Background: an optimization exercise with open tools, aiming at small area and a short achievable clock period. Do not read the settings as production practice.
The RTL was checked by simulation tests, not by an equivalence proof against the original design.
Power figures rest on the tool's default switching activity, not on a simulated workload.

// mul32_pipe
module mul32_pipe (
    input  logic               clk,
    input  logic               rst_n,
    input  logic [31:0]        a,
    input  logic [31:0]        b,
    input  logic               mode,    
    output logic [31:0]        hi,
    output logic [31:0]        lo
);
    logic [31:0] a_q;
    logic        sa_q;
    logic [15:0] one_q;    
    logic [15:0] two_q;    
    logic [15:0] neg_q;    
    logic        t16_q;    
    logic        sb;
    assign sb = mode & b[31];
    always_ff @(posedge clk)
    begin
        a_q   <= a;
        sa_q  <= mode & a[31];
        one_q[0] <= b[0] ^ 1'b0;
        two_q[0] <= (b[1] & ~b[0] & ~1'b0) | (~b[1] & b[0] & 1'b0);
        neg_q[0] <= b[1];
        one_q[1] <= b[2] ^ b[1];
        two_q[1] <= (b[3] & ~b[2] & ~b[1]) | (~b[3] & b[2] & b[1]);
        neg_q[1] <= b[3];
        one_q[2] <= b[4] ^ b[3];
        two_q[2] <= (b[5] & ~b[4] & ~b[3]) | (~b[5] & b[4] & b[3]);
        neg_q[2] <= b[5];
        one_q[3] <= b[6] ^ b[5];
        two_q[3] <= (b[7] & ~b[6] & ~b[5]) | (~b[7] & b[6] & b[5]);
  ...
Size: ~830 flip-flops, about 130 I/O pins, about 40000 µm² of cells after synthesis.
==> flow/config.mk <==
export PLATFORM = sky130hd
export DESIGN_NAME = mul32_pipe
export DESIGN_NICKNAME = mul32_pipe
export VERILOG_FILES = /design/flow/design.v
export SDC_FILE = /design/flow/constraint.sdc
export NUM_CORES = 4
export LEC_CHECK = 0
export ABC_AREA = 1
export CAP_MARGIN = 20
export CORE_MARGIN = 2
export CORE_UTILIZATION = 55
export CTS_CLUSTER_DIAMETER = 80
export CTS_CLUSTER_SIZE = 30
export PLACE_DENSITY = 0.7
export SETUP_SLACK_MARGIN = 4.6
export SLEW_MARGIN = 20
export SYNTH_HIERARCHICAL = 1
==> flow/constraint.sdc <==
create_clock -name core_clock -period 7.0 [get_ports {clk}]
set_input_delay 1.4000 -clock core_clock [delete_from_list [all_inputs] [get_ports {clk}]]
set_output_delay 1.4000 -clock core_clock [all_outputs]
set_load 0.01 [all_outputs]
standard.sh (not shown) runs the stock make flow with config.mk's settings and CLKGATE_MAP_FILE= SYNTH_SCRIPT=/design/flow/synth_recipe.tcl, a recipe that flattens the netlist after the stock synthesis.
==> flow/flow/run.sh <==
#!/bin/bash
# Own flow: the standard layout (standard.sh, unchanged synthesis and
# steps), with the port buffers that placement inserts made plain buf_2
# cells instead of the delay-buffer cells buffer_ports picks by default.
# Repair still resizes them where timing needs it.
set -euo pipefail
cd "$(dirname "$0")/.."
export BUFFER_PORTS_ARGS="-buffer_cell sky130_fd_sc_hd__buf_2"
bash standard.sh finish > standard.log 2>&1
==> next run, changes <==
SETUP_SLACK_MARGIN = 4.55   (was 4.6)
Outcome: Cell count hardly moves; flip-flop and latch count stays the same; worst setup slack got worse by 0.0039 ns; count of clock-buffer cells in the layout climbs by 5; critical path depth does not change; total power drops by 1.1%; via count increases by about 1.3%; clock skew barely changes; first-iteration DRC count went up by 1.4%; design area drops by about 0.6%.
==> next run, changes <==
CTS_CLUSTER_DIAMETER = 70   (was 80)
CTS_CLUSTER_SIZE = 36   (was 30)
SETUP_SLACK_MARGIN = 4.6   (was 4.55)
After rerunning: Die area does not change; sequential power came out lower by about 2%; clock-buffer cell count does not change; total power came out higher by 3.4%; non-clock buffer count came out higher by 9; utilization came out higher by 0.97 points; sequential share of layout area came out lower by 0.64 points; maximum frequency came out lower by 0.55%.

## v7
mul32_pipe, a different RTL version from the one above (not shown whole).
For scale: about 3400 cells after synthesis, ~830 flip-flops, ~130 I/O pins, about 40000 um^2 of cells after synthesis.
export LEC_CHECK = 0
export ABC_AREA = 1
export CAP_MARGIN = 20
export CORE_MARGIN = 2
export CORE_UTILIZATION = 55
export PLACE_DENSITY = 0.75
export SETUP_SLACK_MARGIN = 4.4
export SLEW_MARGIN = 20
export SYNTH_HIERARCHICAL = 1
create_clock -name core_clock -period 7.0 [get_ports {clk}]
run.sh (not shown) runs the stock make flow with config.mk's settings and CLKGATE_MAP_FILE= SYNTH_SCRIPT=/design/flow/synth_recipe.tcl, a recipe that flattens the netlist after the stock synthesis.
Stock flow here: none of the scripts above is used.
v7 finished end to end and its layout was clean on timing, DRC and antenna.
What v1 does differently from v7 at the input level:
Settings: a change of SETUP_SLACK_MARGIN from 4.4 to 4.3; a deleted PLACE_DENSITY that had been 0.75; a change of CORE_UTILIZATION from 55 to 40.
Findings:
Summary of v1 over v7: transition time at the pin with the least slew margin went up, number of signal-net inverters in the final layout went down 6, share of total power in the clock network has increased, standard cell core area has increased, global routing usage on met2 down 8.9 points. Overall track demand over capacity in global routing (lower): v1. v1 vs. v7: overall power went down by 0.17 mW. [compare] base=v7 new=v1: register area share after synthesis ~0 delta, total wirelength of the detailed-routed design +6300 um.

## job 1200
mul32_pipe, a different RTL version from the one above (not shown whole).
For scale: ~3,400 cells after synthesis, about 830 flip-flops, about 130 I/O pins, roughly 40,000 sq um of cells after synthesis.
Design mul32_pipe, start of the top module:
module mul32_pipe (
    input  logic               clk,
    input  logic               rst_n,
    input  logic [31:0]        a,
    input  logic [31:0]        b,
    input  logic               mode,    
    output logic [31:0]        hi,
    output logic [31:0]        lo
);
    logic [31:0] a_q;
    logic        sa_q;
    logic [15:0] one_q;    
    logic [15:0] two_q;    
    logic [15:0] neg_q;    
    logic        t16_q;    
    logic        sb;
    assign sb = mode & b[31];
    always_ff @(posedge clk)
    begin
        a_q   <= a;
        sa_q  <= mode & a[31];
        one_q[0] <= b[0] ^ 1'b0;
        two_q[0] <= (b[1] & ~b[0] & ~1'b0) | (~b[1] & b[0] & 1'b0);
        neg_q[0] <= b[1];
        one_q[1] <= b[2] ^ b[1];
        two_q[1] <= (b[3] & ~b[2] & ~b[1]) | (~b[3] & b[2] & b[1]);
        neg_q[1] <= b[3];
        one_q[2] <= b[4] ^ b[3];
        two_q[2] <= (b[5] & ~b[4] & ~b[3]) | (~b[5] & b[4] & b[3]);
        neg_q[2] <= b[5];
        one_q[3] <= b[6] ^ b[5];
        two_q[3] <= (b[7] & ~b[6] & ~b[5]) | (~b[7] & b[6] & b[5]);
        neg_q[3] <= b[7];
        one_q[4] <= b[8] ^ b[7];
        two_q[4] <= (b[9] & ~b[8] & ~b[7]) | (~b[9] & b[8] & b[7]);
        neg_q[4] <= b[9];
        one_q[5] <= b[10] ^ b[9];
        two_q[5] <= (b[11] & ~b[10] & ~b[9]) | (~b[11] & b[10] & b[9]);
        neg_q[5] <= b[11];
        one_q[6] <= b[12] ^ b[11];
        two_q[6] <= (b[13] & ~b[12] & ~b[11]) | (~b[13] & b[12] & b[11]);
        neg_q[6] <= b[13];
        one_q[7] <= b[14] ^ b[13];
        two_q[7] <= (b[15] & ~b[14] & ~b[13]) | (~b[15] & b[14] & b[13]);
        neg_q[7] <= b[15];
        one_q[8] <= b[16] ^ b[15];
        two_q[8] <= (b[17] & ~b[16] & ~b[15]) | (~b[17] & b[16] & b[15]);
        neg_q[8] <= b[17];
        one_q[9] <= b[18] ^ b[17];
        two_q[9] <= (b[19] & ~b[18] & ~b[17]) | (~b[19] & b[18] & b[17]);
        neg_q[9] <= b[19];
        one_q[10] <= b[20] ^ b[19];
        two_q[10] <= (b[21] & ~b[20] & ~b[19]) | (~b[21] & b[20] & b[19]);
        neg_q[10] <= b[21];
        one_q[11] <= b[22] ^ b[21];
  ...
Settings: LEC_CHECK=0, ABC_AREA=1, CAP_MARGIN=20, CORE_MARGIN=2, CORE_UTILIZATION=55, CTS_CLUSTER_DIAMETER=80, CTS_CLUSTER_SIZE=30, PLACE_DENSITY=0.7, SETUP_SLACK_MARGIN=4.75, SLEW_MARGIN=20, SYNTH_HIERARCHICAL=1; clock period 7.0 ns.
Job 1200: flow completed, timing, DRC and antenna clean
--- input diff job 1200..job 7460 ---
--- a/flow/config.mk
+++ b/flow/config.mk
@@ -14,3 +14,3 @@
 export PLACE_DENSITY = 0.7
-export SETUP_SLACK_MARGIN = 4.75
+export SETUP_SLACK_MARGIN = 4.5
 export SLEW_MARGIN = 20
Job 1200 reports its endpoint of the worst setup timing path as r2_l1[50] while job 7460 reports p_q[4][15]. Job 1200 ended up with fa_1 as its worst-path cell with the longest stage delay; job 7460 ended up with fa_2. In job 7460, the total leakage power came out 1.4 nW below the value in job 1200. Summary of job 7460 over job 1200: via count -about 9%; final hold slack ~0 delta; worst path buffer plus inverter count +4.
The inputs of job 8134 differ from those of job 7460 as listed below.
--- a/flow/config.mk
+++ b/flow/config.mk
@@ -10,7 +10,7 @@
 export CORE_MARGIN = 2
-export CORE_UTILIZATION = 55
+export CORE_UTILIZATION = 65
 export CTS_CLUSTER_DIAMETER = 80
 export CTS_CLUSTER_SIZE = 30
-export PLACE_DENSITY = 0.7
-export SETUP_SLACK_MARGIN = 4.5
+export PLACE_DENSITY = 0.8
+export SETUP_SLACK_MARGIN = 4.6
 export SLEW_MARGIN = 20
--- outcome ---
Going from job 7460 to job 8134, relative area of clock buffers and inverters in the final design shrinks by 0.27 points. Taking job 8134 as 1.0, job 7460 lands at 0.871 on non-clock buffer count. Looking at post-placement cell area, job 8134 sits 200 sq um lower than job 7460 does. Measured against each other, job 7460 and job 8134 differ in clock buffer instance count of the final layout, the higher figure coming from job 7460. Internal power component was lower in the run labelled job 7460. Going from job 7460 to job 8134, post-route standard cell area excluding fillers grew slightly. Going from job 7460 to job 8134, sequential share of layout area lower, final wirelength higher.
diff inputs: job 8134 => job 2566
==> flow/flow/run.sh (new file) <==
#!/bin/bash
# Own flow: the standard layout (standard.sh, unchanged synthesis and
# steps), with the port buffers that placement inserts made plain buf_2
# cells instead of the delay-buffer cells buffer_ports picks by default.
# Repair still resizes them where timing needs it.
set -euo pipefail
cd "$(dirname "$0")/.."
export BUFFER_PORTS_ARGS="-buffer_cell sky130_fd_sc_hd__buf_2"
bash standard.sh finish > standard.log 2>&1
==> flow/standard.sh (new file) <==
#!/bin/bash
# synth_recipe.tcl (not shown) runs the flow's synth.tcl, then flattens the netlist and writes it again
# the make line also repeats each setting of config.mk as NAME=value (left out here)
make -C /OpenROAD-flow-scripts/flow DESIGN_CONFIG=/design/flow/config.mk WORK_HOME=/design/flow/orfs CLKGATE_MAP_FILE= SYNTH_SCRIPT=/design/flow/synth_recipe.tcl "${@:-finish}"
--- a/flow/config.mk
+++ b/flow/config.mk
@@ -10,6 +10,6 @@
 export CORE_MARGIN = 2
-export CORE_UTILIZATION = 65
+export CORE_UTILIZATION = 55
 export CTS_CLUSTER_DIAMETER = 80
 export CTS_CLUSTER_SIZE = 30
-export PLACE_DENSITY = 0.8
+export PLACE_DENSITY = 0.7
 export SETUP_SLACK_MARGIN = 4.6
removed: flow/run.sh
[summary]
- No run among job 2566 and job 8134 stopped early or left any final violation; all are clean.
- Lower met1 routing resource usage after global routing goes to job 2566 over job 8134.
- [compare] base=job 8134 new=job 2566: sequential share of power went down; number of setup buffers added after CTS went down; buffering stage count on the worst path with inverters included went down; part of the power in combinational logic went down.
- Job 8134 → job 2566: half-perimeter wire length after placement went up 4.1%; portion of the clock cycle consumed by the worst path in the final layout went down 0.67 points.
- Compared with job 8134, global-route wire length before repair in job 2566 increased slightly.

-- afterwards: timing with drivers on the ports --
Ports are ideal in the flow. The routed layouts listed here were re-timed in OpenROAD.
Step 1 assumes that a clkbuf_16 drives the clock port and a buf_2 every other input.
Step 2 times the ports against the registers' clock, not the clock port: input delays grow and output delays shrink by t, the midpoint of the rising clock arrivals with the driver on.
Slacks: ideal / step 1 / step 2; pairs: ideal / step 1.
| run | t, ns | setup slack, ns | worst hold slack (ns) | worst slew at a driven data input, ns |
|---|---|---|---|---|
| the first run of note 1 | 0.685 | 4.512 / 4.447 / 4.528 | 0.324 / 0.324 / 0.324 | 0.06 |
| the second run of note 1 | 0.694 | 4.508 / 4.437 / 4.472 | 0.325 / 0.325 / 0.325 | 0.07 |
| the third run of note 1 | 0.700 | 4.494 / 4.427 / 4.510 | 0.318 / 0.318 / 0.318 | 0.06 |
| v7 | 0.718 | 4.348 / 4.348 / 3.965 | 0.322 / 0.322 / 0.322 | 0.09 |
| v1 | 0.724 | 4.286 / 4.273 / 4.007 | 0.322 / 0.322 / 0.322 | 0.09 |
| job 1200 | 0.705 | 4.233 / 4.233 / 4.233 | 0.328 / 0.328 / 0.328 | 0.08 |
| job 7460 | 0.683 | 4.436 / 4.436 / 4.034 | 0.328 / 0.328 / 0.328 | 0.09 |
| job 8134 | 0.684 | 4.426 / 4.426 / 4.092 | 0.324 / 0.324 / 0.324 | 0.07 |
| job 2566 | 0.690 | 4.473 / 4.433 / 4.443 | 0.320 / 0.320 / 0.320 | 0.08 |
After both steps setup and hold are still met in every run listed. For job 7460, which loses most, drivers alone change the setup slack by 0.000 ns; drivers and shift together by -0.402 ns.
